This is an optimization exercise on Yosys and OpenROAD, whose aim is small area, a short achievable clock period and few clock cycles per item, not a production implementation. Only simulation tests tie the RTL to the original design; equivalence was not proved.

==> flow/design.v, too long to show whole: its modules and the start of the top module <==
// module ordered_sequence_hash_64_top: 640 lines
// module osh64_fa: 4 lines
// module osh64_x3: 3 lines
// module osh64_ha: 4 lines
// module osh64_add62: 419 lines
// module osh64_add64: 441 lines
// module osh64_pn: 4 lines
// module osh64_png: 3 lines
// module osh64_np: 4 lines
// module osh64_npg: 3 lines
module ordered_sequence_hash_64_top (
  input  logic                             clk,
  input  logic                             rst_n,
  input  logic                             in_valid,
  output logic                             in_stall,
  input  logic                             in_cmd,
  input  logic [osh64_pkg::LEN_W-1:0]      in_seq_length,
  input  logic [osh64_pkg::HASH_W-1:0]     in_element_bits,
  output logic                             out_valid,
  input  logic                             out_stall,
  output logic [osh64_pkg::HASH_W-1:0]     out_hash
);
  // ...
==> flow/flow/run.sh <==
#!/bin/bash
# Own flow: the standard layout (standard synthesis and every ORFS step unchanged) with two
# settings outside config.mk's list:
#  - port buffers are sky130_fd_sc_hd__buf_2 instead of the default choice (every input and
#    output port still gets its own buffer);
set -euo pipefail
MARGIN=$(cat flow/margin.txt)
bash standard.sh "BUFFER_PORTS_ARGS=-buffer_cell sky130_fd_sc_hd__buf_2" \
  SETUP_SLACK_MARGIN="$MARGIN" finish > standard.log 2>&1
==> flow/flow/margin.txt <==
5.0
==> flow/standard.sh <==
#!/bin/bash
# synth_recipe.tcl (not shown) runs the flow's synth.tcl, then flattens the netlist and writes it again
# the make line also repeats each setting of config.mk as NAME=value (left out here)
make -C /OpenROAD-flow-scripts/flow DESIGN_CONFIG=/design/flow/config.mk WORK_HOME=/design/flow/orfs CLKGATE_MAP_FILE= SYNTH_SCRIPT=/design/flow/synth_recipe.tcl "${@:-finish}"
==> flow/config.mk <==
export PLATFORM = sky130hd
export DESIGN_NAME = ordered_sequence_hash_64_top
export DESIGN_NICKNAME = ordered_sequence_hash_64_top
export VERILOG_FILES = /design/flow/design.v
export SDC_FILE = /design/flow/constraint.sdc
export NUM_CORES = 4
export LEC_CHECK = 0
export CAP_MARGIN = 20
export CORE_MARGIN = 2
export CORE_UTILIZATION = 40
export SLEW_MARGIN = 20
export SYNTH_HIERARCHICAL = 1
==> flow/constraint.sdc <==
create_clock -name core_clock -period 9.5 [get_ports {clk}]
set_input_delay 1.9000 -clock core_clock [delete_from_list [all_inputs] [get_ports {clk}]]
set_output_delay 1.9000 -clock core_clock [all_outputs]
set_load 0.01 [all_outputs]
==> results.txt, run 1 <==
Post-Route WL=96.0 mm; Seq cells=376; Die W=289 µm; DRC violations left=0; final setup fails=0; ant diodes=0; Clock buf/inv share=4.07%; Starting DRT DRC Count=1299; clock-pin slew on the worst setup and hold paths=0.06 ns; status=complete, no violations; main combinational cell family by area after synthesis=adder cells; Synth Area in Adders=30.0%; hold path depth=0; n_taps=1060; max-slew violations=0; Crit. Startpoint=in_cmd; nonclk buf count=218; die area=83600 µm²; worst hold path type=flop to flop; met1 Track Usage GR=29.8%; most frequent cell after synthesis=fa_1; placed cell count=3935; crit path DAT=4.71 ns; critical path peak fanout=46; Layout non-clock buf frac=3.39%; Crit Path Class=primary input to flop; post-route ant nets=0; metal2 WL=46.0 mm; CP Buf/Inv Count=3
Testbench counts, summed over its fixed seeds: cycles 12,024, items 12,000.
==> run 2, diff against run 1 <==
==> flow/flow/margin.txt (replaced) <==
5.8
==> run 2 against run 1 <==
Effect of this change: global-route usage up 2.6 points; cell count up 8.5%; register-to-register slack better by 0.45 ns; wire length up 17%; sequential cell count unchanged; first-iteration DRC count up 33%.
==> results.txt, run 2 <==
Worst setup EP type=flop (unchanged); Starting DRT DRC Count=1728 (was 1299); post-synthesis instance area=32500 µm² (unchanged); Top FF cell, synth=edfxtp_1 (unchanged); Syn Inst Count=2725 (unchanged); Fin Clk Skew=0.0531 ns (was 0.0343 ns); #FFs+latches synth=376 (unchanged); most frequent cell after synthesis=fa_1 (unchanged); commonest non-fill, non-tap cell in the layout=fa_1 (unchanged); initial antenna violation count=1 (unchanged); worst hold path type=flop to flop (unchanged); Final Critical Period=4.00 ns (was 4.39 ns); largest cells by area after synthesis=edfxtp_1, fa_1, xnor2_1 (unchanged); worst-skew pair later-pin latency=0.62 ns (was 0.60 ns); Die W=289 µm (unchanged); DR vias=23300 (was 21000); H-tree levels=2 (unchanged); RSZ-0062 raised after global routing=yes (unchanged); Core Util, Final=56.1% (was 46.1%); status=complete, no violations (unchanged); DRC violations left=0 (unchanged); final period utilization=42.1% (was 46.3%); Post-Layout Cell Count=4388 (was 4043); drt pass-1 iters=6 (was 5); count of cell types in the netlist=50 (unchanged); endpoints failing hold=0 (unchanged); Vias per Instance=5.31 (was 5.19); Detail Placement HPWL=76.4 mm (was 76.6 mm); input/output buffers=166 (unchanged); Avg Cell Area, Syn=11.9 µm² (unchanged); Num CTS Buffers=44 (was 45); Reg with most FFs=s1_p (unchanged); post-synth top area share=28.5% (unchanged); Fillers=6303 (was 7310); worst path required time=9.82 ns (about the same); Worst-Margin Slew=1.11 ns (was 1.10 ns); grt ovf=0 (unchanged); crit path DAT=4.33 ns (was 4.71 ns); post-synthesis sequential area ratio=32.6% (unchanged); clock-pin slew on the worst setup and hold paths=0.06 ns (about the same); # rows=104 (unchanged); io pins=167 (unchanged); GPL Wtd Cong=0.956 (was 0.941); final setup fails=0 (unchanged); GRT Total Usage=25.9% (was 23.3%); critical path peak fanout=8 (was 46); Post-synth ARST share=0% (unchanged); share of cells above drive strength 1=44.3% (was 25.1%); Avg WL per Cell=25.5 µm (was 23.7 µm); Top cell by count, worst path=buf_6; critical path's largest stage delay=0.33 ns (was 0.37 ns); largest net degree at the start of global routing=82 (unchanged); CTS tree=done (unchanged); post-route ant nets=0 (unchanged); die area=83600 µm² (unchanged); max-slew violations=0 (unchanged); area of the multi-input gates=24900 µm² (was 21100 µm²); Initial Util=40.4% (unchanged); CTS max path bufs=3 (unchanged); Post-Route WL=112 mm (was 96.0 mm); most frequent cells in the layout=fa_1, inv_1, edfxtp_1 (unchanged); Die Y=289 µm (unchanged); Clock Sinks=376 (unchanged); Layout area overhead=39.1% (was 14.1%); placed cell count=3931 (was 3935); Synthesis Warnings=7 (unchanged); Rel. slew slack=25.9% (was 26.3%); Root Buffer=clkbuf_16 (unchanged); Worst path slowest cell=mux2_4 (unchanged); dominant cell type by area after synthesis=edfxtp_1 (unchanged); CP Cell Sequence=buf_16, buf_16, buf_6, mux2_4, ha_4, nand2_4, nor2_4, nand2_2, o21ai_4, buf_6, buf_6, clkinvlp_4, o21ai_2, xor2_1 (was buf_2, buf_12, mux2_4, ha_1, a21oi_2, o21ai_4, a21oi_4, o21ai_4, a21oi_4, inv_4, a21oi_2, xnor2_1); CP Launch Type=primary input (unchanged); first-pass GRT wire length=157 mm (was 143 mm); number of flip-flops in the largest register=124 (unchanged); Crit Path Class=primary input to flop (unchanged); FF/Latch Area=10600 µm² (unchanged); Hold-fix buffers, CTS=0 (unchanged); Max-cap violations=0 (unchanged); vias in the first global route=24200 (was 22500); Max Clock Freq=0.250 GHz (was 0.228 GHz); setup TNS=0 ns (unchanged); core area=80500 µm² (unchanged); top cells by count, synth=fa_1, inv_1, edfxtp_1 (unchanged); Final Net Count=3946 (was 3603); EDFF count, synth=308 (unchanged)
## run 2: per-module statistics from Yosys, one instance, submodules excluded, excerpt
| module | area, µm² | cells inside | times used | flops+latches |
|---|---|---|---|---|
| osh64_add62 | 1560 | 186 | 1 | 0 |
| osh64_x3 | 23.8 | 1 | 14 | 0 |
| osh64_fa | 20.0 | 1 | 375 | 0 |
| osh64_ha | 12.5 | 1 | 27 | 0 |
| osh64_png | 8.76 | 1 | 44 | 0 |
| osh64_npg | 5.00 | 1 | 78 | 0 |
## run 2: per-stage QoR
step / worst slack, ns / hold WS (ns) / cell area, µm²
2_1_floorplan: 5.05 / 0.400 / 33200
3_3_place_gp: 3.78 / 0.462 / 35300
3_5_place_dp: 3.65 / 0.487 / 35300
4_1_cts: 5.55 / 0.497 / 42100
5_1_grt: 5.44 / 0.526 / 45200
6_report: 5.50 / 0.495 / 45200
## run 2: final cells by class
cell class              count  share of cell area (%)
well taps                1060                    2.93
inverters                 340                    3.02
flip-flops and latches    376                    23.5
diodes                      1                 0.00554
clock inverters            33                   0.947
multi-input cells        1968                    55.0
clock buffers              49                    2.62
repair buffers            561                    12.0
## run 2: metal layers
layer | global-route usage [%] | wire length (µm) | up-vias
li1 | - | - | 10200
met1 | 31.3 | 42600 | 11900
met2 | 45.2 | 56200 | 899
met3 | 3.72 | 6150 | 268
met4 | 12.9 | 6930 | 0
met5 | 0 | 0 | -
## run 2: cells by family (layout without fill, tap and decap cells)
| family | Yosys count | in the layout | synth area share, % |
|---|---|---|---|
| compound gates | 505 | 508 | 11.6 |
| xor+xnor | 439 | 439 | 13.2 |
| fa+ha+maj | 554 | 554 | 30.0 |
| buf+inv | 387 | 983 | 4.50 |
| flops | 376 | 376 | 32.6 |
| mux | 101 | 101 | 3.48 |
| other cells | 1 | 5 | 0.0115 |
| simple gates | 362 | 362 | 4.59 |
## run 2: path summary, 6_finish.rpt
path                     from     endpoint  slack, ns  cells after the start
setup / recovery       in_cmd  s0_msrc[30]       5.50                     14
hold / removal           s0_v         s1_v       0.49                      2
setup reg to reg  s0_msrc[58]    s1_p[118]       5.62                      7
hold reg to reg          s0_v         s1_v       0.49                      2
## run 2: timing repair
item                                    CTS  global route
buffers inserted                        246           103
endpoints found under the setup margin  238           190
resized for setup                       418           385
gates cloned                             23             2
pin swaps                               195           189
## run 2: critical path, delay by kind of cell
kind | cells | cell delay, ns
buffers and inverters | 6 | 0.90
AOI/OAI and AO/OA | 2 | 0.51
adders and majority gates | 1 | 0.30
xor gates and xnor gates | 1 | 0.07
muxes | 1 | 0.33
and+or+nand+nor | 3 | 0.27
==> run 3, diff against run 2 <==
==> flow/flow/margin.txt (replaced) <==
5.5
==> run 3 against run 2 <==
Effect of this change: first-iteration DRC count fell by 16%; area after synthesis stayed put; critical endpoint is now out_hash_r[63].
==> results.txt, run 3 <==
grt ovf=0 (unchanged); dominant cell type by area after synthesis=edfxtp_1 (unchanged); Worst path top cell family by delay=XOR/XNOR gates (was buffers and inverters); die area=83600 µm² (unchanged); Die W=289 µm (unchanged); CP Launch Type=flop (was primary input); worst-skew pair later-pin latency=0.61 ns (was 0.62 ns); main combinational cell family by area after synthesis=adder cells (unchanged); GPL Wtd Cong=0.949 (was 0.956); post-synthesis sequential area ratio=32.6% (unchanged); portion of netlist area occupied by mux cells=3.48% (unchanged); post-route ant nets=0 (unchanged); post-synth top area share=28.5% (unchanged); Clock Sinks=376 (unchanged); CTS max path bufs=3 (unchanged); final setup fails=0 (unchanged); Reg with most FFs=s1_p (unchanged); largest net degree at the start of global routing=81 (was 82); Worst setup EP type=flop (unchanged); GRT Total Usage=24.1% (was 25.9%); worst hold path type=flop to flop (unchanged); Layout area overhead=22.6% (was 39.1%); Worst-Margin Slew=1.01 ns (was 1.11 ns); Max Clock Freq=0.251 GHz (was 0.250 GHz); worst path required time=9.97 ns (was 9.82 ns); Top cell by count, worst path=buf_12 (was buf_6); largest cells by area after synthesis=edfxtp_1, fa_1, xnor2_1 (unchanged); io pins=167 (unchanged); Avg WL per Cell=24.1 µm (was 25.5 µm); crit path DAT=4.45 ns (was 4.33 ns); Fin Clk Skew=0.0370 ns (was 0.0531 ns); Initial Util=40.4% (unchanged); #FFs+latches synth=376 (unchanged); count of cell types in the netlist=50 (unchanged); Detail Placement HPWL=76.6 mm (was 76.4 mm); endpoints failing hold=0 (unchanged); Top FF cell, synth=edfxtp_1 (unchanged); Final Net Count=3723 (was 3946); Core Util, Final=49.5% (was 56.1%); max-slew violations=0 (unchanged); # rows=104 (unchanged); CTS tree=done (unchanged); input/output buffers=166 (unchanged); Post-synth ARST share=0% (unchanged); Num CTS Buffers=43 (was 44); status=complete, no violations (unchanged); post-synthesis instance area=32500 µm² (unchanged); Starting DRT DRC Count=1452 (was 1728); critical path peak fanout=10 (was 8); drt pass-1 iters=6 (unchanged); top cells by count, synth=fa_1, inv_1, edfxtp_1 (unchanged); clock-pin slew on the worst setup and hold paths=0.06 ns (about the same); DRC violations left=0 (unchanged); Post-Route WL=100 mm (was 112 mm); Finished Cell Area=39900 µm² (was 45200 µm²); CP Cell Sequence=ha_1, nand2_1, o21ai_2, a21oi_4, o21ai_4, buf_12, buf_12, a21oi_2, o21ai_1, xor2_2, xnor2_1, xnor2_2, xnor3_1, xor2_1, a222oi_1, nor2b_1 (was buf_16, buf_16, buf_6, mux2_4, ha_4, nand2_4, nor2_4, nand2_2, o21ai_4, buf_6, buf_6, clkinvlp_4, o21ai_2, xor2_1); critical path's largest stage delay=0.44 ns (was 0.33 ns); post-synthesis compound-gate area fraction=11.6% (unchanged); Synth Area in Adders=30.0% (unchanged); initial antenna violation count=2 (was 1); Hold-fix buffers, CTS=0 (unchanged); Crit Path Class=flop to flop (was primary input to flop); Worst path slowest cell=xor2_2 (was mux2_4); Max-cap violations=0 (unchanged); commonest non-fill, non-tap cell in the layout=fa_1 (unchanged); Synthesis Warnings=7 (unchanged); first-pass GRT wire length=147 mm (was 157 mm); Die Y=289 µm (unchanged); most frequent cells in the layout=fa_1, inv_1, edfxtp_1 (unchanged); Post-Place Cell Area=35200 µm² (was 35300 µm²); Final Critical Period=3.98 ns (was 4.00 ns); Synth Area in Simple Gates=4.59% (unchanged); ant diodes=0 (was 1); number of flip-flops in the largest register=124 (unchanged); placed cell count=3930 (was 3931); Post-Synth XOR/XNOR Area=13.2% (unchanged); Syn Inst Count=2725 (unchanged); CP Buf/Inv Count=2 (was 6); Root Buffer=clkbuf_16 (unchanged); RSZ-0062 raised after global routing=yes (unchanged); Post-Layout Cell Count=4161 (was 4388); vias in the first global route=23100 (was 24200); most frequent cell after synthesis=fa_1 (unchanged); EDFF count, synth=308 (unchanged); H-tree levels=2 (unchanged); Avg Cell Area, Syn=11.9 µm² (unchanged); share of cells above drive strength 1=33.5% (was 44.3%); core area=80500 µm² (unchanged); Rel. slew slack=32.7% (was 25.9%); Vias per Instance=5.17 (was 5.31); final period utilization=41.9% (was 42.1%); setup TNS=0 ns (unchanged); DR vias=21500 (was 23300)
-- run 3: cell count changes in the layout (fill, tap and decap cells not counted), sizes merged --
| cell | previous run | this run |
|---|---|---|
| bufbuf | 3 | 0 |
| diode | 1 | 0 |
| clkbuf | 51 | 56 |
| bufinv | 7 | 5 |
| a21oi | 258 | 257 |
| clkinvlp | 17 | 6 |
| inv | 329 | 336 |
| buf | 556 | 340 |
| clkinv | 20 | 15 |
-- run 3: final timing paths --
kind | startpoint | endpoint | slack (ns) | depth (start not counted)
max | s1_p[64] | out_hash_r[63] | 5.52 | 16
min | s0_cmd | s1_cmd | 0.42 | 0
max reg2reg | s1_p[64] | out_hash_r[63] | 5.52 | 16
min reg2reg | s0_cmd | s1_cmd | 0.42 | 0
-- run 3: layer usage --
layer	GRT usage, %	vias up	wire, µm
li1	-	9744	-
met1	30.3	10900	40800
met4	10.5	0	5030
met2	41.6	682	49600
met5	0	-	0
met3	3.33	211	4720
-- run 3: worst reg2reg max path, stage by stage (launching register included) --
cell      delay (ns)
edfxtp_1        0.38
ha_1            0.41
nand2_1         0.16
o21ai_2         0.37
a21oi_4         0.17
o21ai_4         0.17
buf_12          0.15
buf_12          0.14
a21oi_2         0.05
o21ai_1         0.14
xor2_2          0.44
xnor2_1         0.23
xnor2_2         0.31
xnor3_1         0.28
xor2_1          0.15
a222oi_1        0.24
nor2b_1         0.08
-- run 3: cell families after synthesis --
family / count (synthesis)
compound gates: 505
other cells: 1
mux: 101
fa+ha+maj: 554
buf+inv: 387
flops: 376
simple gates: 362
xor+xnor: 439
-- run 3: Yosys stat by module, one instance, submodules excluded --
module | cell area [µm²] | flops+latches | cells inside | copies in the design
osh64_add62 | 1560 | 0 | 186 | 1
osh64_ha | 12.5 | 0 | 1 | 27
osh64_fa | 20.0 | 0 | 1 | 375
ordered_sequence_hash_64_top | 17400 | 376 | 1327 | 1
osh64_pn | 12.5 | 0 | 2 | 180
osh64_add64 | 1610 | 0 | 194 | 1
osh64_npg | 5.00 | 0 | 1 | 78
osh64_png | 8.76 | 0 | 1 | 44
osh64_x3 | 23.8 | 0 | 1 | 14
osh64_np | 12.5 | 0 | 2 | 60
-- run 3: metrics by stage --
stage	setup slack [ns]	hold slack (ns)
detailed placement	3.81	0.410
floorplan	5.01	0.400
CTS	5.40	0.425
global placement	3.91	0.407
finish	5.52	0.423
global route	5.39	0.428
-- run 3: repair_timing --
action	CTS	global route
setup endpoints to repair	187	90
gates cloned	5	0
setup buffers	79	68
pin swaps	38	49
resized for setup	120	139
hold endpoints to repair	0	0
-- run 3: final cells by class --
| cell class | instances | area, µm² |
|---|---|---|
| clock inverters | 22 | 290 |
| fillers | 7041 | 40700 |
| multi-input cells | 1967 | 22700 |
| repair buffers | 340 | 2450 |
| clock buffers | 56 | 1220 |
| flip-flops and latches | 376 | 10600 |
| well taps | 1060 | 1330 |
| inverters | 340 | 1300 |
==> run 4, diff against run 3 <==
--- a/flow/config.mk
+++ b/flow/config.mk
@@ -10,2 +10,4 @@
 export CORE_UTILIZATION = 40
+export CTS_CLUSTER_DIAMETER = 80
+export CTS_CLUSTER_SIZE = 30
 export SLEW_MARGIN = 20
==> run 4 against run 3 <==
Effect of this change: global-route usage fell by 0.16 points; wire length rose by 0.17%; cell count fell by 0.38%; core utilization fell by 0.36 points; synthesized cell count did not move; die area did not move; hold slack improved by 0.0029 ns; register-to-register slack improved by 0.02 ns; critical path depth did not move; clock skew rose by 0.012 ns.
==> results.txt, run 4 <==
worst hold path type=flop to flop (unchanged); min-delay src=s0_cmd (unchanged); flop-to-flop setup slack=5.54 ns (was 5.52 ns); Layout area overhead=21.7% (was 22.6%); most frequent cells in the layout=fa_1, inv_1, edfxtp_1 (unchanged); worst-skew pair later-pin latency=0.62 ns (was 0.61 ns); Final Net Count=3720 (was 3723); FF-to-FF End=out_hash_r[54] (was out_hash_r[63]); Fin Clk Skew=0.0492 ns (was 0.0370 ns); post-synth top area share=28.5% (unchanged); Top cell by count, worst path=xnor2_2 (was buf_12); placed cell count=3930 (unchanged); core area=80500 µm² (unchanged); Synthesis Warnings=7 (unchanged); ant diodes=0 (unchanged); DR vias=21600 (was 21500); post-synthesis sequential area ratio=32.6% (unchanged); worst path required time=9.98 ns (was 9.97 ns); io pins=167 (unchanged); post-synthesis instance area=32500 µm² (unchanged); final setup fails=0 (unchanged); Syn Inst Count=2725 (unchanged); initial antenna violation count=1 (was 2); Worst-Margin Slew=1.01 ns (about the same); Worst path slowest cell=edfxtp_1 (was xor2_2); Starting DRT DRC Count=1480 (was 1452); Post-Place Cell Area=35200 µm² (unchanged); drt pass-1 iters=5 (was 6); share of cells above drive strength 1=33.7% (was 33.5%); Crit. Startpoint=s1_p[34] (was s1_p[64]); Worst path top cell family by delay=compound AO/OA/AOI/OAI gates (was XOR/XNOR gates); Detail Placement HPWL=76.6 mm (unchanged); max-slew violations=0 (unchanged); commonest non-fill, non-tap cell in the layout=fa_1 (unchanged); die area=83600 µm² (unchanged); Avg Cell Area, Syn=11.9 µm² (unchanged); Post-Route WL=100 mm (about the same); Crit Path Class=flop to flop (unchanged); Reg with most FFs=s1_p (unchanged); RR Startpoint=s1_p[34] (was s1_p[64]); first-pass GRT wire length=147 mm (about the same); endpoints failing hold=0 (unchanged); Vias per Instance=5.21 (was 5.17); Core Util, Final=49.1% (was 49.5%); input/output buffers=166 (unchanged); final period utilization=41.7% (was 41.9%); CTS max path bufs=3 (unchanged); hold path depth=0 (unchanged); Reg2Reg Depth=16 (unchanged); Die Y=289 µm (unchanged); Initial Util=40.4% (unchanged); critical path's largest stage delay=0.41 ns (was 0.44 ns); Final Critical Period=3.96 ns (was 3.98 ns); largest net degree at the start of global routing=81 (unchanged); Post-synth ARST share=0% (unchanged); count of cell types in the netlist=50 (unchanged); crit path DAT=4.44 ns (was 4.45 ns); DRC violations left=0 (unchanged); Finished Cell Area=39600 µm² (was 39900 µm²); EDFF count, synth=308 (unchanged); critical path peak fanout=13 (was 10); most frequent cell after synthesis=fa_1 (unchanged); vias in the first global route=23000 (was 23100); Post-Layout Cell Count=4145 (was 4161); CP Cell Sequence=ha_1, nand2_1, o21ai_4, a21oi_4, o21ai_4, a21oi_4, buf_12, o21ai_1, xor2_2, buf_4, xnor2_2, xnor2_2, xnor2_2, xnor3_1, a222oi_1, nor2b_1 (was ha_1, nand2_1, o21ai_2, a21oi_4, o21ai_4, buf_12, buf_12, a21oi_2, o21ai_1, xor2_2, xnor2_1, xnor2_2, xnor3_1, xor2_1, a222oi_1, nor2b_1); number of flip-flops in the largest register=124 (unchanged); dominant cell type by area after synthesis=edfxtp_1 (unchanged); Die W=289 µm (unchanged); grt ovf=0 (unchanged); GPL Wtd Cong=0.949 (unchanged); Rel. slew slack=32.6% (was 32.7%); #FFs+latches synth=376 (unchanged); Avg WL per Cell=24.2 µm (was 24.1 µm); clock-pin slew on the worst setup and hold paths=0.09 ns (was 0.06 ns); # rows=104 (unchanged); largest cells by area after synthesis=edfxtp_1, fa_1, xnor2_1 (unchanged); Fillers=7042 (was 7041); CP Buf/Inv Count=2 (unchanged); Worst setup EP type=flop (unchanged); post-route ant nets=0 (unchanged); H-tree levels=1 (was 2); status=complete, no violations (unchanged); Top FF cell, synth=edfxtp_1 (unchanged); Max-cap violations=0 (unchanged); Clock Sinks=376 (unchanged); RSZ-0062 raised after global routing=yes (unchanged); Hold EP=s1_cmd (unchanged); Max Clock Freq=0.252 GHz (was 0.251 GHz); top cells by count, synth=fa_1, inv_1, edfxtp_1 (unchanged); Num CTS Buffers=26 (was 43); Root Buffer=clkbuf_16 (unchanged); CP Launch Type=flop (unchanged); CTS tree=done (unchanged); GRT Total Usage=24.0% (was 24.1%); setup TNS=0 ns (unchanged)
[run 4: cell counts after synthesis]
Identical to the previous run, type by type.
[run 4: worst max path at each step]
| stage | to | depth (start not counted) |
|---|---|---|
| CTS | out_hash_r[63] | 16 |
| detailed placement | s0_msrc[48] | 12 |
| global route | out_hash_r[46] | 17 |
| floorplan | s0_msrc[38] | 12 |
| global placement | s0_msrc[38] | 12 |
| finish | out_hash_r[54] | 16 |
[run 4: what timing repair did]
item                                   in CTS  in global routing
endpoints found under the hold margin       0                  0
setup endpoints to repair                 187                 94
setup buffers                              86                 73
hold buffers                                0                  0
resized for setup                         136                131
pin swaps                                  38                 49
cloned                                      4                  3
[run 4: logic make-up after synthesis]
logic type / after synthesis / share of synthesized area [%]
flip-flops: 376 / 32.6
other: 1 / 0.0115
buffers and inverters: 387 / 4.50
XOR/XNOR: 439 / 13.2
AND/OR/NAND/NOR: 362 / 4.59
AO/OA/AOI/OAI: 505 / 11.6
adder cells (fa/ha/maj): 554 / 30.0
multiplexers: 101 / 3.48
[run 4: layer usage]
metal,vias up,track usage [%],wire length (µm)
li1,9731,-,-
met3,202,2.94,5000
met4,0,9.96,4890
met5,-,0,0
met1,11000,30.1,40200
met2,703,41.9,50300
[run 4: layout make-up]
cell class	instances	area (µm²)	area share, %
Multi-Input combinational cell	1967	22700	57.3
Clock buffer	28	701	1.77
Tap cell	1060	1330	3.35
Sequential cell	376	10600	26.8
Timing Repair Buffer	354	2670	6.74
Clock inverter	20	277	0.699
Inverter	340	1300	3.29
[run 4: metrics by stage]
step	setup WS (ns)	hold slack, ns
4_1_cts	5.42	0.426
6_report	5.54	0.426
3_5_place_dp	3.81	0.410
2_1_floorplan	5.01	0.400
5_1_grt	5.41	0.429
3_3_place_gp	3.91	0.407
[run 4: modules after synthesis (local to each module, per instance)]
module | cells | copies in the design | flip-flops and latches
ordered_sequence_hash_64_top | 1327 | 1 | 376
osh64_add62 | 186 | 1 | 0
osh64_add64 | 194 | 1 | 0
osh64_fa | 1 | 375 | 0
osh64_ha | 1 | 27 | 0
osh64_np | 2 | 60 | 0
osh64_npg | 1 | 78 | 0
osh64_pn | 2 | 180 | 0
osh64_png | 1 | 44 | 0
osh64_x3 | 1 | 14 | 0
==> run 5, diff against run 4 <==
--- a/flow/config.mk
+++ b/flow/config.mk
@@ -9,5 +9,3 @@
 export CORE_MARGIN = 2
-export CORE_UTILIZATION = 40
-export CTS_CLUSTER_DIAMETER = 80
-export CTS_CLUSTER_SIZE = 30
+export CORE_UTILIZATION = 60
 export SLEW_MARGIN = 20
==> run 5 against run 4 <==
Effect of this change: register-to-register slack lost 0.04 ns; critical path depth shrank 10; largest cell class unchanged.
==> results.txt, run 5 <==
status=complete, no violations (unchanged); first-pass GRT wire length=142 mm (was 147 mm); Detail Placement HPWL=72.6 mm (was 76.6 mm); worst path required time=9.80 ns (was 9.98 ns); most frequent cells in the layout=fa_1, inv_1, edfxtp_1 (unchanged); H-tree levels=2 (was 1); Synthesis Warnings=7 (unchanged); RSZ-0062 raised after global routing=yes (unchanged); top cells by count, synth=fa_1, inv_1, edfxtp_1 (unchanged); die area=56100 µm² (was 83600 µm²); Avg Cell Area, Syn=11.9 µm² (unchanged); Core Util, Final=72.5% (was 49.1%); placed cell count=3561 (was 3930); Fillers=3719 (was 7042); Worst path slowest cell=edfxtp_1 (unchanged); critical path peak fanout=6 (was 13); Hold-fix buffers, CTS=0 (unchanged); Reg with most FFs=s1_p (unchanged); Post-Place Cell Area=34700 µm² (was 35200 µm²); Finished Cell Area=38900 µm² (was 39600 µm²); initial antenna violation count=0 (was 1); CTS tree=done (unchanged); #FFs+latches synth=376 (unchanged); final worst slack=5.50 ns (was 5.54 ns); Post-Route WL=96.9 mm (was 100 mm); dominant cell type by area after synthesis=edfxtp_1 (unchanged); GPL Wtd Cong=0.998 (was 0.949); vias in the first global route=23000 (about the same); CP Cell Sequence=ha_1, fa_1, fa_1, fa_1, fa_1, fa_1 (was ha_1, nand2_1, o21ai_4, a21oi_4, o21ai_4, a21oi_4, buf_12, o21ai_1, xor2_2, buf_4, xnor2_2, xnor2_2, xnor2_2, xnor3_1, a222oi_1, nor2b_1); Avg WL per Cell=25.7 µm (was 24.2 µm); Worst setup EP type=flop (unchanged); ant diodes=0 (unchanged); CP Buf/Inv Count=0 (was 2); setup slack at placement=3.84 ns (was 3.81 ns); Layout area overhead=19.7% (was 21.7%); # rows=85 (was 104); Top cell by count, worst path=fa_1 (was xnor2_2); hold path depth=0 (unchanged); drt pass-1 iters=6 (was 5); Final Net Count=3697 (was 3720); CP Launch Type=flop (unchanged); most frequent cell after synthesis=fa_1 (unchanged); Vias per Instance=5.87 (was 5.21); max-slew violations=0 (unchanged); number of flip-flops in the largest register=124 (unchanged); EDFF count, synth=308 (unchanged); Worst-Margin Slew=1.03 ns (was 1.01 ns); grt ovf=0 (unchanged); Crit Path Class=flop to flop (unchanged); count of cell types in the netlist=50 (unchanged); crit path DAT=4.30 ns (was 4.44 ns); Num CTS Buffers=43 (was 26); clock-pin slew on the worst setup and hold paths=0.06 ns (was 0.09 ns); core area=53700 µm² (was 80500 µm²); Clock Sinks=376 (unchanged); Post-synth ARST share=0% (unchanged); Initial Util=60.5% (was 40.4%); Reg2Reg Depth=6 (was 16); Top FF cell, synth=edfxtp_1 (unchanged); worst hold path type=flop to flop (unchanged); Fin Clk Skew=0.0362 ns (was 0.0492 ns); DR vias=22100 (was 21600); Root Buffer=clkbuf_16 (unchanged); setup TNS=0 ns (unchanged); largest net degree at the start of global routing=81 (unchanged); Die W=237 µm (was 289 µm); post-route ant nets=0 (unchanged); GRT Total Usage=34.9% (was 24.0%); Max Clock Freq=0.250 GHz (was 0.252 GHz); input/output buffers=166 (unchanged); final setup fails=0 (unchanged); endpoints failing hold=0 (unchanged); post-synth top area share=28.5% (unchanged); Worst path top cell family by delay=adder cells (was compound AO/OA/AOI/OAI gates); Die Y=237 µm (was 289 µm); Post-Layout Cell Count=3773 (was 4145); share of cells above drive strength 1=32.2% (was 33.7%); Final Critical Period=4.00 ns (was 3.96 ns); CTS max path bufs=3 (unchanged); Max-cap violations=0 (unchanged); DRC violations left=0 (unchanged); final period utilization=42.1% (was 41.7%); worst-skew pair later-pin latency=0.59 ns (was 0.62 ns); io pins=167 (unchanged); WHS=0.426 ns (about the same); commonest non-fill, non-tap cell in the layout=fa_1 (unchanged); largest cells by area after synthesis=edfxtp_1, fa_1, xnor2_1 (unchanged); Starting DRT DRC Count=1657 (was 1480); Syn Inst Count=2725 (unchanged); Rel. slew slack=31.2% (was 32.6%); post-synthesis sequential area ratio=32.6% (unchanged); critical path's largest stage delay=0.79 ns (was 0.41 ns); post-synthesis instance area=32500 µm² (unchanged); Crit path depth=6 (was 16)
-- run 5: cell count changes in the layout (fill, tap and decap cells not counted), moves of 5 or more --
cell       previous run  this run
buf_4               153       126
xnor2_1             188       204
clkbuf_16            31        46
buf_12               24        13
xnor2_2              56        48
xnor2_4              25        17
clkbuf_1              0         6
clkinv_1              1         7
inv_8                 7         1
o21ai_1              57        63
xor2_2               37        31
bufinv_16             0         5
-- run 5: area by class of cell --
type                    instances  area [µm²]  area share [%]
clock inverters                28         308           0.791
repair buffers                314        2230            5.72
clock buffers                  52        1150            2.96
inverters                     340        1290            3.33
multi-input cells            1967       22500            57.7
flip-flops and latches        376       10600            27.3
well taps                     696         871            2.24
-- run 5: cells by family after synthesis --
group                    Yosys count  share of synthesized area (%)
XOR/XNOR                         439                           13.2
flip-flops                       376                           32.6
adder cells (fa/ha/maj)          554                           30.0
other                              1                         0.0115
multiplexers                     101                           3.48
buffers and inverters            387                           4.50
AND/OR/NAND/NOR                  362                           4.59
AO/OA/AOI/OAI                    505                           11.6
-- run 5: worst paths after layout --
| kind | from | end | slack (ns) |
|---|---|---|---|
| worst max-delay path | s0_msrc[31] | s1_p[114] | 5.50 |
| worst min-delay path | s0_cmd | s1_cmd | 0.43 |
| worst max register to register | s0_msrc[31] | s1_p[114] | 5.50 |
| worst min register to register | s0_cmd | s1_cmd | 0.43 |
-- run 5: what timing repair did --
item,CTS,global route
endpoints found under the hold margin,0,0
pin swaps,46,39
endpoints found under the setup margin,186,90
cloned,5,2
resized for setup,146,83
setup buffers,75,49
-- run 5: worst reg2reg max path, stage by stage, from the launching register on --
cell and delay [ns]:
edfxtp_1 0.79, ha_1 0.40, fa_1 0.53, fa_1 0.58
fa_1 0.45, fa_1 0.57, fa_1 0.41
-- run 5: modules after synthesis (local to each module, per instance) --
module,cell area [µm²],cells
ordered_sequence_hash_64_top,17400,1327
osh64_add64,1610,194
osh64_add62,1560,186
osh64_x3,23.8,1
osh64_fa,20.0,1
osh64_ha,12.5,1
osh64_np,12.5,2
osh64_pn,12.5,2
osh64_png,8.76,1
osh64_npg,5.00,1
-- run 5: per-layer routing --
layer | vias to the layer above | track usage (%) | part of all wire [%]
li1 | 9704 | - | -
met1 | 11200 | 43.3 | 38
met2 | 992 | 57.0 | 48
met3 | 286 | 7.59 | 7.7
met4 | 0 | 19.4 | 6.6
met5 | - | 0 | 0
==> run 6, diff against run 5 <==
--- a/flow/config.mk
+++ b/flow/config.mk
@@ -12 +12,2 @@
 export SYNTH_HIERARCHICAL = 1
+export TNS_END_PERCENT = 20
==> run 6 against run 5 <==
Effect of this change: hold slack got worse by 0.0046 ns; die area unchanged; still clean; cell area decreased by 0.32%; area after synthesis unchanged; sequential cell count unchanged; highest routed layer unchanged.
==> results.txt, run 6 <==
status=complete, no violations (unchanged); post-route ant nets=0 (unchanged); Worst-Margin Slew=1.06 ns (was 1.03 ns); Starting DRT DRC Count=1593 (was 1657); Vias per Instance=5.87 (about the same); number of flip-flops in the largest register=124 (unchanged); critical path peak fanout=4 (was 6); top cells by count, synth=fa_1, inv_1, edfxtp_1 (unchanged); Top FF cell, synth=edfxtp_1 (unchanged); vias in the first global route=23000 (about the same); worst hold path type=flop to flop (unchanged); GPL Wtd Cong=1.03 (was 0.998); Crit Path Class=flop to flop (unchanged); largest net degree at the start of global routing=85 (was 81); RR Startpoint=s0_msrc[41] (was s0_msrc[31]); grt ovf=0 (unchanged); FF/Latch Area=10600 µm² (unchanged); most frequent cells in the layout=fa_1, inv_1, edfxtp_1 (unchanged); worst-skew pair later-pin latency=0.60 ns (was 0.59 ns); CTS tree=done (unchanged); min-delay src=s0_cmd (unchanged); Avg WL per Cell=25.7 µm (about the same); # rows=85 (unchanged); Core Util, Final=72.2% (was 72.5%); initial antenna violation count=0 (unchanged); EDFF count, synth=308 (unchanged); Crit. Startpoint=s0_msrc[41] (was s0_msrc[31]); ant diodes=0 (unchanged); final setup fails=0 (unchanged); Num CTS Buffers=42 (was 43); Detail Placement HPWL=73.4 mm (was 72.6 mm); DRC violations left=0 (unchanged); CTS max path bufs=3 (unchanged); clock-pin slew on the worst setup and hold paths=0.06 ns (about the same); Die Y=237 µm (unchanged); CP Launch Type=flop (unchanged); commonest non-fill, non-tap cell in the layout=fa_1 (unchanged); final period utilization=42.9% (was 42.1%); Rel. slew slack=29.4% (was 31.2%); Avg Cell Area, Syn=11.9 µm² (unchanged); most frequent cell after synthesis=fa_1 (unchanged); Layout area overhead=19.4% (was 19.7%); endpoints failing hold=0 (unchanged); Reg with most FFs=s1_p (unchanged); Final Net Count=3691 (was 3697); dominant cell type by area after synthesis=edfxtp_1 (unchanged); DR vias=22100 (about the same); Max Clock Freq=0.246 GHz (was 0.250 GHz); Initial Util=60.5% (unchanged); #FFs+latches synth=376 (unchanged); io pins=167 (unchanged); crit path DAT=4.39 ns (was 4.30 ns); Root Buffer=clkbuf_16 (unchanged); RSZ-0062 raised after global routing=yes (unchanged); setup TNS=0 ns (unchanged); Worst setup EP type=flop (unchanged); core area=53700 µm² (unchanged); count of cell types in the netlist=50 (unchanged); largest cells by area after synthesis=edfxtp_1, fa_1, xnor2_1 (unchanged); Die W=237 µm (unchanged); Post-synth ARST share=0% (unchanged); Fin Clk Skew=0.0295 ns (was 0.0362 ns); first-pass GRT wire length=143 mm (was 142 mm); Clock Sinks=376 (unchanged); Syn Inst Count=2725 (unchanged); Final Critical Period=4.07 ns (was 4.00 ns); Post-Route WL=96.7 mm (was 96.9 mm); post-synth top area share=28.5% (unchanged); drt pass-1 iters=7 (was 6); die area=56100 µm² (unchanged); Synthesis Warnings=7 (unchanged); Fillers=3662 (was 3719); Max-cap violations=0 (unchanged); H-tree levels=2 (unchanged); area of the multi-input gates=22500 µm² (about the same); share of cells above drive strength 1=31.6% (was 32.2%); post-synthesis instance area=32500 µm² (unchanged); max-slew violations=0 (unchanged); input/output buffers=166 (unchanged); worst path required time=9.82 ns (was 9.80 ns); post-synthesis sequential area ratio=32.6% (unchanged); GRT Total Usage=34.8% (was 34.9%)
run 6: cell counts after synthesis:
Identical to the previous run, type by type.
run 6: what timing repair did:
action	CTS	global route
pin swaps	44	43
endpoints found under the setup margin	189	98
cloned	7	0
setup buffers	70	48
gates resized for setup	148	96
hold buffers	0	0
run 6: routing by layer:
layer | GRT usage [%] | vias to the layer above | wire length, µm
met1 | 45.1 | 11100 | 37600
met3 | 5.43 | 300 | 6710
met4 | 19.9 | 0 | 6790
li1 | - | 9678 | -
met5 | 0 | - | 0
met2 | 56.3 | 976 | 45600
run 6: kinds of logic after synthesis:
| family | count (synthesis) | share of synthesized area [%] |
|---|---|---|
| AOI/OAI and AO/OA | 505 | 11.6 |
| and+or+nand+nor | 362 | 4.59 |
| DFF | 376 | 32.6 |
| other | 1 | 0.0115 |
| muxes | 101 | 3.48 |
| buffers and inverters | 387 | 4.50 |
| adders and majority gates | 554 | 30.0 |
| xor gates and xnor gates | 439 | 13.2 |
run 6: per-module statistics from Yosys (local to each module, per instance), a selection:
module / copies in the design / flip-flops and latches / cells / cell area [µm²]
osh64_add64: 1 / 0 / 194 / 1610
osh64_npg: 78 / 0 / 1 / 5.00
osh64_png: 44 / 0 / 1 / 8.76
osh64_fa: 375 / 0 / 1 / 20.0
osh64_np: 60 / 0 / 2 / 12.5
osh64_x3: 14 / 0 / 1 / 23.8
ordered_sequence_hash_64_top: 1 / 376 / 1327 / 17400
osh64_add62: 1 / 0 / 186 / 1560
run 6: final timing paths:
check | end | slack (ns) | depth (start not counted)
min | s1_cmd | 0.42 | 0
max reg2reg | s1_p[120] | 5.43 | 6
max | s1_p[120] | 5.43 | 6
min reg2reg | s1_cmd | 0.42 | 0
run 6: cell type report:
cell class	count	area share [%]
multi-input combinational	1967	57.9
clock inverter	29	0.629
tap	696	2.24
timing repair buffer	309	5.83
inverter	340	3.31
clock buffer	46	2.75
sequential	376	27.3
run 6: critical path, cell delays in order, from the launching register on:
cell      delay [ns]
edfxtp_1        0.55
fa_1            0.61
fa_1            0.47
fa_1            0.57
fa_1            0.45
fa_1            0.70
fa_1            0.46
run 6: stage by stage:
| step | setup slack (ns) | instances | instance area, µm² | hold slack, ns |
|---|---|---|---|---|
| final | 5.43 | 3763 | 38800 | 0.421 |
| after global routing | 5.38 | 3763 | 38800 | 0.437 |
| after CTS | 5.39 | 3715 | 37800 | 0.424 |
| after detailed placement | 3.53 | 3563 | 34700 | 0.410 |
| after global placement | 3.64 | 3563 | 34700 | 0.403 |
| after floorplan | 4.36 | 2728 | 33100 | 0.400 |
==> run 7, diff against run 6 <==
==> flow/flow/margin.txt (replaced) <==
5.4
--- a/flow/config.mk
+++ b/flow/config.mk
@@ -7,2 +7,3 @@
 export LEC_CHECK = 0
+export ABC_AREA = 1
 export CAP_MARGIN = 20
@@ -12,2 +13 @@
 export SYNTH_HIERARCHICAL = 1
-export TNS_END_PERCENT = 20
==> run 7 against run 6 <==
Effect of this change: wire length is 10% higher; largest cell class unchanged; via count increased by 17%; critical endpoint is now s0_msrc[45]; global-route usage increased by 0.81 points; cell count increased by 21%; sequential share of layout area shrank 0.78 points; die area is 4.4% higher; cell area is 2.9% higher; still clean.
==> results.txt, run 7 <==
critical path peak fanout=9 (was 4); crit path DAT=4.43 ns (was 4.39 ns); flop-to-flop setup slack=5.45 ns (was 5.43 ns); top cells by count, synth=nand2_1, inv_1, fa_1 (was fa_1, inv_1, edfxtp_1); Avg Cell Area, Syn=9.71 µm² (was 11.9 µm²); RR Startpoint=s0_msrc[3] (was s0_msrc[41]); CP Launch Type=primary input (was flop); Avg WL per Cell=23.4 µm (was 25.7 µm); Post-synth ARST share=0% (unchanged); Top cell by count, worst path=a21oi_4 (was fa_1); drt pass-1 iters=5 (was 7); Die Y=242 µm (was 237 µm); post-synthesis compound-gate area fraction=11.4% (was 11.6%); Final Critical Period=4.08 ns (was 4.07 ns); Worst setup EP type=flop (unchanged); Crit Path Class=primary input to flop (was flop to flop); H-tree levels=2 (unchanged); grt ovf=0 (unchanged); CTS tree=done (unchanged); Rel. slew slack=26.5% (was 29.4%); worst path required time=9.85 ns (was 9.82 ns); Post-Route WL=107 mm (was 96.7 mm); Vias per Instance=5.70 (was 5.87); endpoints failing hold=0 (unchanged); # rows=87 (was 85); status=complete, no violations (unchanged); DRC violations left=0 (unchanged); largest cells by area after synthesis=edfxtp_1, fa_1, nand2_1 (was edfxtp_1, fa_1, xnor2_1); Final Net Count=4418 (was 3691); EDFF count, synth=308 (unchanged); final worst slack=5.42 ns (was 5.43 ns); Die W=242 µm (was 237 µm); Max-cap violations=0 (unchanged); post-synthesis instance area=34000 µm² (was 32500 µm²); critical path's largest stage delay=0.39 ns (was 0.70 ns); post-synthesis sequential area ratio=31.3% (was 32.6%); number of flip-flops in the largest register=124 (unchanged); first-pass GRT wire length=155 mm (was 143 mm); Clock Sinks=376 (unchanged); min-delay src=s0_cmd (unchanged); count of cell types in the netlist=41 (was 50); largest net degree at the start of global routing=97 (was 85); setup slack at placement=3.86 ns (was 3.53 ns); final setup fails=0 (unchanged); Initial Util=60.4% (was 60.5%); placed cell count=4379 (was 3563); dominant cell type by area after synthesis=edfxtp_1 (unchanged); die area=58500 µm² (was 56100 µm²); share of cells above drive strength 1=23.0% (was 31.6%); Layout area overhead=17.6% (was 19.4%); CP Cell Sequence=buf_6, buf_12, mux2_2, ha_1, a21oi_4, o21ai_4, a21oi_4, o21ai_4, buf_12, a21oi_4, clkinv_4, a21oi_2, xnor2_1 (was fa_1, fa_1, fa_1, fa_1, fa_1, fa_1); setup TNS=0 ns (unchanged); Fin Clk Skew=0.0279 ns (was 0.0295 ns); GPL Wtd Cong=1.01 (was 1.03); max-slew violations=0 (unchanged); final period utilization=43.0% (was 42.9%); Synth Area in Simple Gates=11.9% (was 4.59%); FF-to-FF End=s1_p[120] (unchanged); Post-Layout Cell Count=4557 (was 3763); Worst path slowest cell=mux2_2 (was fa_1); io pins=167 (unchanged); Max Clock Freq=0.245 GHz (was 0.246 GHz); CTS max path bufs=3 (unchanged); main combinational cell family by area after synthesis=adder cells (unchanged); most frequent cell after synthesis=nand2_1 (was fa_1); WHS=0.418 ns (was 0.421 ns); worst hold path type=flop to flop (unchanged); worst-skew pair later-pin latency=0.60 ns (about the same); Root Buffer=clkbuf_16 (unchanged); Top FF cell, synth=edfxtp_1 (unchanged); GRT Total Usage=35.6% (was 34.8%); core area=56200 µm² (was 53700 µm²); initial antenna violation count=1 (was 0); Starting DRT DRC Count=2178 (was 1593); portion of netlist area occupied by mux cells=1.06% (was 3.48%); Worst-Margin Slew=1.10 ns (was 1.06 ns); Num CTS Buffers=46 (was 42); Reg2Reg Depth=7 (was 6); input/output buffers=166 (unchanged); post-synth top area share=27.2% (was 28.5%); Hold-fix buffers, CTS=0 (unchanged); Fillers=4220 (was 3662); worst setup path endpoint=s0_msrc[45] (was s1_p[120]); clock-pin slew on the worst setup and hold paths=0.06 ns (about the same); Synthesis Warnings=7 (unchanged); RSZ-0062 raised after global routing=yes (unchanged); post-route ant nets=0 (unchanged); Synth Area in Adders=28.7% (was 30.0%); Syn Inst Count=3495 (was 2725); commonest non-fill, non-tap cell in the layout=nand2_1 (was fa_1); Post-Synth XOR/XNOR Area=8.73% (was 13.2%); DR vias=26000 (was 22100); vias in the first global route=25800 (was 23000); most frequent cells in the layout=nand2_1, inv_1, fa_1 (was fa_1, inv_1, edfxtp_1); Detail Placement HPWL=80.7 mm (was 73.4 mm); #FFs+latches synth=376 (unchanged); Crit. Startpoint=in_cmd (was s0_msrc[41]); Reg with most FFs=s1_p (unchanged)
## run 7: changes by cell type in the layout (fill, tap and decap cells not counted), moves of 15 or more
cell     previous run  this run
xnor2_2            45        21
a21oi_1            31        90
xor3_1             15         0
nand2_1           202       825
inv_1             336       553
buf_4             118        84
mux2_2             79        19
and2_1             34         1
nand2_2            11        28
xnor2_1           205        85
o21ai_0            65        86
nand3_1            12        79
xor2_2             30        47
xor2_1            109       149
## run 7: what timing repair did
action | 4_1_cts | 5_1_grt
cloned | 5 | 2
pin swaps | 16 | 30
resized for setup | 79 | 134
setup buffers | 35 | 50
endpoints found under the setup margin | 167 | 97
## run 7: cells by family (layout without fill, tap and decap cells)
family | after synthesis | count (layout)
buf+inv | 627 | 927
other cells | 1 | 5
fa+ha+maj | 554 | 554
mux | 32 | 32
flops | 376 | 376
simple gates | 1030 | 1030
compound gates | 554 | 556
xor+xnor | 321 | 321
## run 7: Yosys stat by module, one instance, submodules excluded
module	cells inside	cell area, µm²	times used	flops+latches
osh64_ha	1	12.5	27	0
osh64_np	2	12.5	60	0
osh64_fa	1	20.0	375	0
osh64_npg	1	5.00	78	0
ordered_sequence_hash_64_top	1969	18600	1	376
osh64_add62	194	1570	1	0
osh64_add64	202	1630	1	0
osh64_x3	9	35.0	14	0
osh64_pn	2	12.5	180	0
osh64_png	1	8.76	44	0
## run 7: layout make-up
| cell class | count | area, µm² | area share, % |
|---|---|---|---|
| antenna | 1 | 2.50 | 0.00627 |
| timing repair buffer | 274 | 1980 | 4.97 |
| sequential | 376 | 10600 | 26.6 |
| clock buffer | 60 | 1280 | 3.20 |
| inverter | 568 | 2150 | 5.38 |
| multi-input combinational | 2497 | 22700 | 56.8 |
| clock inverter | 25 | 268 | 0.670 |
| tap | 756 | 946 | 2.37 |
## run 7: how the worst min path moves through the flow
stage	endpoint	cells after the start
floorplan	s1_cmd	0
global placement	s1_cmd	0
detailed placement	s1_cmd	0
CTS	s1_cmd	0
global route	s1_cmd	0
finish	s1_cmd	0
## run 7: metal layers
metal	track usage (%)	wire [µm]
met2	58.7	51500
met4	15.2	5370
met1	45.4	40800
met3	8.10	9090
met5	0	0
## run 7: stage by stage
| step | utilization, % | instance area [µm²] |
|---|---|---|
| after detailed placement | 64.3 | 36100 |
| final | 71.1 | 39900 |
| after global placement | 64.3 | 36100 |
| after CTS | 68.8 | 38600 |
| after floorplan | - | 34500 |
| after global routing | 71.1 | 39900 |
## run 7: worst max-delay path, delay by kind of cell
family	cells	cell delay (ns)
XOR/XNOR	1	0.08
AO/OA/AOI/OAI	6	1.10
buffers and inverters	4	0.68
multiplexers	1	0.39
adder cells (fa/ha/maj)	1	0.27
==> run 8, diff against run 7 <==
--- a/flow/config.mk
+++ b/flow/config.mk
@@ -7,3 +7,2 @@
 export LEC_CHECK = 0
-export ABC_AREA = 1
 export CAP_MARGIN = 20
==> run 8 against run 7 <==
Effect of this change: still clean on timing, DRC and antenna; setup slack better by 0.028 ns; register-to-register slack hardly changed; cell area is 4.5% lower; first-iteration DRC count is 25% lower; sequential cell count stayed put; count of clock-buffer cells in the layout stayed put; via count is 16% lower; sequential share of layout area is 1.3 points higher; synthesized cell count is 22% lower; critical endpoint is now out_hash_r[34].
==> results.txt, run 8 <==
RR Startpoint=s1_p[14] (was s0_msrc[3]); RSZ-0062 raised after global routing=yes (unchanged); number of flip-flops in the largest register=124 (unchanged); input/output buffers=166 (unchanged); worst path required time=10.02 ns (was 9.85 ns); Die W=237 µm (was 242 µm); Detail Placement HPWL=72.5 mm (was 80.7 mm); Top FF cell, synth=edfxtp_1 (unchanged); final period utilization=42.7% (was 43.0%); largest cells by area after synthesis=edfxtp_1, fa_1, xnor2_1 (was edfxtp_1, fa_1, nand2_1); core area=53700 µm² (was 56200 µm²); count of cell types in the netlist=50 (was 41); status=complete, no violations (unchanged); min-delay src=s0_cmd (unchanged); dominant cell type by area after synthesis=edfxtp_1 (unchanged); worst hold path type=flop to flop (unchanged); max-slew violations=0 (unchanged); final setup fails=0 (unchanged); Worst-Margin Slew=1.03 ns (was 1.10 ns); Post-synth ARST share=0% (unchanged); Fillers=3725 (was 4220); first-pass GRT wire length=139 mm (was 155 mm); post-synthesis instance area=32500 µm² (was 34000 µm²); worst-skew pair later-pin latency=0.60 ns (about the same); ant diodes=0 (was 1); Vias per Instance=5.82 (was 5.70); post-route ant nets=0 (unchanged); flop-to-flop setup slack=5.45 ns (about the same); hold path depth=0 (unchanged); Avg Cell Area, Syn=11.9 µm² (was 9.71 µm²); DRC violations left=0 (unchanged); Avg WL per Cell=25.0 µm (was 23.4 µm); FF-to-FF End=out_hash_r[34] (was s1_p[120]); Core Util, Final=71.0% (was 71.1%); Clock Sinks=376 (unchanged); EDFF count, synth=308 (unchanged); Reg2Reg Depth=15 (was 7); endpoints failing hold=0 (unchanged); Final Critical Period=4.05 ns (was 4.08 ns); GPL Wtd Cong=0.976 (was 1.01); Root Buffer=clkbuf_16 (unchanged); Starting DRT DRC Count=1642 (was 2178); io pins=167 (unchanged); Rel. slew slack=31.6% (was 26.5%); crit path DAT=4.57 ns (was 4.43 ns); FF/Latch Area=10600 µm² (about the same); Max Clock Freq=0.247 GHz (was 0.245 GHz); most frequent cells in the layout=fa_1, inv_1, edfxtp_1 (was nand2_1, inv_1, fa_1); Layout area overhead=17.3% (was 17.6%); CTS max path bufs=3 (unchanged); Syn Inst Count=2725 (was 3495); most frequent cell after synthesis=fa_1 (was nand2_1); Post-Route WL=93.8 mm (was 107 mm); CTS tree=done (unchanged); H-tree levels=2 (unchanged); commonest non-fill, non-tap cell in the layout=fa_1 (was nand2_1); Hold EP=s1_cmd (unchanged); post-synthesis sequential area ratio=32.6% (was 31.3%); CP Launch Type=flop (was primary input); Max-cap violations=0 (unchanged); Crit Path Class=flop to flop (was primary input to flop); vias in the first global route=22600 (was 25800); #FFs+latches synth=376 (unchanged); initial antenna violation count=0 (was 1); post-synth top area share=28.5% (was 27.2%); Final Net Count=3675 (was 4418); Reg with most FFs=s1_p (unchanged); drt pass-1 iters=7 (was 5); largest net degree at the start of global routing=84 (was 97); top cells by count, synth=fa_1, inv_1, edfxtp_1 (was nand2_1, inv_1, fa_1); Worst setup EP type=flop (unchanged); DR vias=21800 (was 26000); critical path peak fanout=5 (was 9); die area=56100 µm² (was 58500 µm²); Synthesis Warnings=7 (unchanged); Fin Clk Skew=0.0318 ns (was 0.0279 ns); # rows=85 (was 87); grt ovf=0 (unchanged); share of cells above drive strength 1=29.9% (was 23.0%); Die Y=237 µm (was 242 µm); GRT Total Usage=33.9% (was 35.6%); Num CTS Buffers=42 (was 46); setup TNS=0 ns (unchanged); clock-pin slew on the worst setup and hold paths=0.07 ns (was 0.06 ns); area of the multi-input gates=22000 µm² (was 22700 µm²); Initial Util=60.5% (was 60.4%)
==> run 8: changes by cell type after synthesis, moves of 59 or more <==
cell	before	now
nand2_1	851	215
inv_1	559	339
xnor2_1	104	257
nand3_1	79	12
mux2_2	32	96
a21oi_1	90	31
==> run 8: worst max-delay path by stage <==
stage	slack (ns)	startpoint	to	cells past startpoint
after detailed placement	3.56	in_cmd	s0_msrc[38]	12
final	5.45	s1_p[14]	out_hash_r[34]	15
after global routing	5.27	s1_p[14]	out_hash_r[50]	17
after global placement	3.65	in_cmd	s0_msrc[38]	12
after CTS	5.41	in_cmd	s0_msrc[42]	13
after floorplan	5.01	in_cmd	s0_msrc[38]	12
==> run 8: final cells by class <==
| cell class | count | area share [%] |
|---|---|---|
| multi-input cells | 1967 | 57.6 |
| clock inverters | 18 | 0.702 |
| flip-flops and latches | 376 | 27.8 |
| inverters | 340 | 3.38 |
| well taps | 696 | 2.28 |
| clock buffers | 60 | 3.10 |
| repair buffers | 293 | 5.09 |
==> run 8: routing by layer <==
layer	GRT usage (%)	wire, µm	vias to the layer above
li1	-	-	9673
met5	0	0	-
met3	6.74	7130	253
met1	43.0	35900	11000
met2	55.9	45200	880
met4	17.1	5670	0
==> run 8: kinds of logic after synthesis <==
group	count (synthesis)	synth area share, %
adder cells (fa/ha/maj)	554	30.0
buffers and inverters	387	4.50
other	1	0.0115
flip-flops	376	32.6
multiplexers	101	3.48
AND/OR/NAND/NOR	362	4.59
XOR/XNOR	439	13.2
AO/OA/AOI/OAI	505	11.6
==> run 8: stage by stage <==
stage	area (µm²)	hold WS (ns)	std cells	setup WS, ns
final	38100	0.433	3750	5.45
after global placement	34700	0.409	3559	3.65
after detailed placement	34700	0.421	3559	3.56
after global routing	38100	0.436	3750	5.27
after CTS	37200	0.433	3678	5.41
after floorplan	33100	0.400	2728	5.01
==> run 8: what timing repair did <==
item,in CTS,in global routing
endpoints found under the hold margin,0,0
pin swaps,22,28
gates cloned,3,0
setup buffers,38,72
setup endpoints to repair,175,75
hold buffers,0,0
gates resized for setup,98,60
==> run 8: Yosys stat by module (local to each module, per instance) <==
module | flops+latches | cells inside
osh64_np | 0 | 2
osh64_x3 | 0 | 1
osh64_npg | 0 | 1
osh64_add62 | 0 | 186
osh64_ha | 0 | 1
osh64_fa | 0 | 1
osh64_png | 0 | 1
osh64_add64 | 0 | 194
ordered_sequence_hash_64_top | 376 | 1327
osh64_pn | 0 | 2
==> run 8: critical path: stages (launching register included) <==
cell and delay, ns:
edfxtp_1 0.37, ha_1 0.40, nand2_1 0.16, nor2_4 0.18
nand2_1 0.11, o21ai_4 0.23, buf_12 0.15, buf_4 0.14
a21oi_2 0.06, xnor2_1 0.61, xnor2_1 0.39, xnor2_2 0.45
xnor2_1 0.15, xnor2_1 0.14, a211o_1 0.30, a21boi_0 0.15
==> run 9, diff against run 8 <==
--- a/flow/config.mk
+++ b/flow/config.mk
@@ -10,2 +10,4 @@
 export CORE_UTILIZATION = 60
+export CTS_CLUSTER_DIAMETER = 60
+export CTS_CLUSTER_SIZE = 20
 export SLEW_MARGIN = 20
==> run 9 against run 8 <==
Effect of this change: highest routed layer unchanged; global-route usage down 0.14 points; sequential cell count unchanged; die area unchanged; still clean; critical endpoint is now out_hash_r[10]; first-iteration DRC count up 4.9%.
==> results.txt, run 9 <==
Synthesis Warnings=7 (unchanged); WHS=0.436 ns (was 0.433 ns); CTS tree=done (unchanged); Reg with most FFs=s1_p (unchanged); vias in the first global route=22500 (was 22600); clock-pin slew on the worst setup and hold paths=0.07 ns (about the same); Crit Path Class=flop to flop (unchanged); Die W=237 µm (unchanged); CP Launch Type=flop (unchanged); FF/Latch Area=10600 µm² (unchanged); setup TNS=0 ns (unchanged); RSZ-0062 raised after global routing=yes (unchanged); Vias per Instance=5.86 (was 5.82); Top FF cell, synth=edfxtp_1 (unchanged); initial antenna violation count=0 (unchanged); Initial Util=60.5% (unchanged); post-route ant nets=0 (unchanged); largest net degree at the start of global routing=84 (unchanged); area of the multi-input gates=22000 µm² (about the same); Avg Cell Area, Syn=11.9 µm² (unchanged); count of cell types in the netlist=50 (unchanged); status=complete, no violations (unchanged); Post-Route WL=94.1 mm (was 93.8 mm); final period utilization=42.9% (was 42.7%); Final Net Count=3668 (was 3675); drt pass-1 iters=6 (was 7); Final Critical Period=4.07 ns (was 4.05 ns); grt ovf=0 (unchanged); Syn Inst Count=2725 (unchanged); #FFs+latches synth=376 (unchanged); Post-Synth XOR/XNOR Area=13.2% (unchanged); dominant cell type by area after synthesis=edfxtp_1 (unchanged); first-pass GRT wire length=139 mm (about the same); number of flip-flops in the largest register=124 (unchanged); Fin Clk Skew=0.0378 ns (was 0.0318 ns); EDFF count, synth=308 (unchanged); Worst setup EP type=flop (unchanged); flop-to-flop setup slack=5.43 ns (was 5.45 ns); worst-skew pair later-pin latency=0.59 ns (was 0.60 ns); Detail Placement HPWL=72.5 mm (unchanged); Worst path slowest cell=xor3_1 (was xnor2_1); io pins=167 (unchanged); core area=53700 µm² (unchanged); crit path DAT=4.54 ns (was 4.57 ns); Starting DRT DRC Count=1723 (was 1642); Layout area overhead=17.3% (about the same); Worst-Margin Slew=1.04 ns (was 1.03 ns); Rel. slew slack=30.7% (was 31.6%); post-synthesis compound-gate area fraction=11.6% (unchanged); die area=56100 µm² (unchanged); worst hold path type=flop to flop (unchanged); Synth Area in Simple Gates=4.59% (unchanged); H-tree levels=2 (unchanged); main combinational cell family by area after synthesis=adder cells (unchanged); post-synth top area share=28.5% (unchanged); Num CTS Buffers=36 (was 42); input/output buffers=166 (unchanged); max-slew violations=0 (unchanged); top cells by count, synth=fa_1, inv_1, edfxtp_1 (unchanged); post-synthesis sequential area ratio=32.6% (unchanged); Die Y=237 µm (unchanged); CP Cell Sequence=ha_2, nand2_1, o21ai_4, a21oi_4, o21ai_4, buf_4, a21oi_4, buf_4, o21ai_1, xor3_1, xor2_1, xnor2_1, xnor2_1, xor2_1, a211oi_1, a31o_2 (was ha_1, nand2_1, nor2_4, nand2_1, o21ai_4, buf_12, buf_4, a21oi_2, xnor2_1, xnor2_1, xnor2_2, xnor2_1, xnor2_1, a211o_1, a21boi_0); Avg WL per Cell=25.2 µm (was 25.0 µm); ant diodes=0 (unchanged); GRT Total Usage=33.8% (was 33.9%); Max Clock Freq=0.246 GHz (was 0.247 GHz); Root Buffer=clkbuf_16 (unchanged); critical path peak fanout=8 (was 5); share of cells above drive strength 1=30.3% (was 29.9%); worst path required time=9.97 ns (was 10.02 ns); GPL Wtd Cong=0.976 (unchanged); critical path's largest stage delay=0.44 ns (was 0.61 ns); Fillers=3732 (was 3725); CTS max path bufs=3 (unchanged); most frequent cells in the layout=fa_1, inv_1, edfxtp_1 (unchanged); Post-synth ARST share=0% (unchanged); largest cells by area after synthesis=edfxtp_1, fa_1, xnor2_1 (unchanged); endpoints failing hold=0 (unchanged); commonest non-fill, non-tap cell in the layout=fa_1 (unchanged); post-synthesis instance area=32500 µm² (unchanged); Max-cap violations=0 (unchanged); DR vias=21900 (was 21800); portion of netlist area occupied by mux cells=3.48% (unchanged); # rows=85 (unchanged); Synth Area in Adders=30.0% (unchanged); Clock Sinks=376 (unchanged); final setup fails=0 (unchanged); most frequent cell after synthesis=fa_1 (unchanged); DRC violations left=0 (unchanged)
## run 9: cell counts after synthesis
No cell type changed its count.
## run 9: kinds of logic (layout without fill, tap and decap cells)
logic type | count (synthesis) | count (layout)
DFF | 376 | 376
buffers and inverters | 387 | 697
and+or+nand+nor | 362 | 362
AOI/OAI and AO/OA | 505 | 508
adders and majority gates | 554 | 554
muxes | 101 | 101
other | 1 | 4
xor gates and xnor gates | 439 | 439
## run 9: layout make-up
type / count / area share [%]
sequential: 376 / 27.8
tap: 696 / 2.28
timing repair buffer: 291 / 5.31
inverter: 340 / 3.38
clock buffer: 40 / 2.48
clock inverter: 26 / 0.866
multi-input combinational: 1968 / 57.8
## run 9: worst max-delay path: cells and delay by family, from the launching register on
| kind | cells | cell delay (ns) |
|---|---|---|
| xor gates and xnor gates | 5 | 1.47 |
| buffers and inverters | 2 | 0.36 |
| adders and majority gates | 1 | 0.41 |
| DFF | 1 | 0.38 |
| AOI/OAI and AO/OA | 7 | 1.17 |
| and+or+nand+nor | 1 | 0.15 |
## run 9: modules after synthesis (local to each module, per instance), excerpt
module,flip-flops and latches,cell area [µm²],cells inside,times used
osh64_add62,0,1560,186,1
osh64_fa,0,20.0,1,375
osh64_ha,0,12.5,1,27
osh64_np,0,12.5,2,60
osh64_npg,0,5.00,1,78
osh64_pn,0,12.5,2,180
osh64_png,0,8.76,1,44
## run 9: path summary, 6_finish.rpt
path,cells past startpoint,from,to
worst max-delay path,16,s1_p[33],out_hash_r[10]
worst min-delay path,0,s0_cmd,s1_cmd
worst max register to register,16,s1_p[33],out_hash_r[10]
worst min register to register,0,s0_cmd,s1_cmd
## run 9: timing repair
action | in CTS | in global routing
buffers inserted | 37 | 68
gates cloned | 4 | 3
setup endpoints to repair | 175 | 95
hold buffers | 0 | 0
pin swaps | 27 | 29
resized for setup | 100 | 72
## run 9: routing by layer
layer	wire, µm	vias up	global-route usage, %	part of all wire, %
met5	0	-	0	0
met4	5630	0	17.3	6.0
met3	6500	247	6.44	6.9
met2	45300	883	55.7	48
met1	36700	11100	42.8	39
li1	-	9665	-	-
## run 9: per-stage QoR
stage | setup slack, ns | std cells | cell area (µm²) | utilization, %
floorplan | 5.01 | 2728 | 33100 | -
global placement | 3.65 | 3559 | 34700 | 64.6
detailed placement | 3.56 | 3559 | 34700 | 64.6
CTS | 5.39 | 3666 | 37000 | 69.0
global route | 5.26 | 3737 | 38100 | 71.0
finish | 5.43 | 3737 | 38100 | 71.0

-- port drivers added, routing unchanged --
How much do the figures lean on ideal ports? The routed layouts below were timed once more, with nothing changed but the port constraints. Step 1, drivers: a clkbuf_16 drives clk and a buf_2 each remaining input, both assumed. Step 2, shift: input delay + t, output delay - t, t = (earliest + latest rising clock arrival at the registers) / 2. This alone moves slack from input paths to output paths. a / b / c = ideal / step 1 / step 2; a / b = the first two.
run | t, ns | setup WS [ns] | worst setup path at the end
run 1 | 0.647 | 5.106 / 5.144 / 4.496 | input to register
run 2 | 0.665 | 5.498 / 5.380 / 4.715 | input to register
run 3 | 0.657 | 5.517 / 5.517 / 4.918 | input to register
run 4 | 0.659 | 5.539 / 5.539 / 4.920 | input to register
run 5 | 0.635 | 5.504 / 5.504 / 4.917 | input to register
run 6 | 0.644 | 5.427 / 5.311 / 4.667 | input to register
run 7 | 0.657 | 5.419 / 5.448 / 4.792 | input to register
run 8 | 0.637 | 5.446 / 5.446 / 4.812 | input to register
run 9 | 0.626 | 5.427 / 5.316 / 4.690 | input to register
After both steps every run listed still meets setup and hold. For run 2, which loses most, drivers alone change the setup slack by -0.118 ns; drivers and shift together by -0.783 ns.
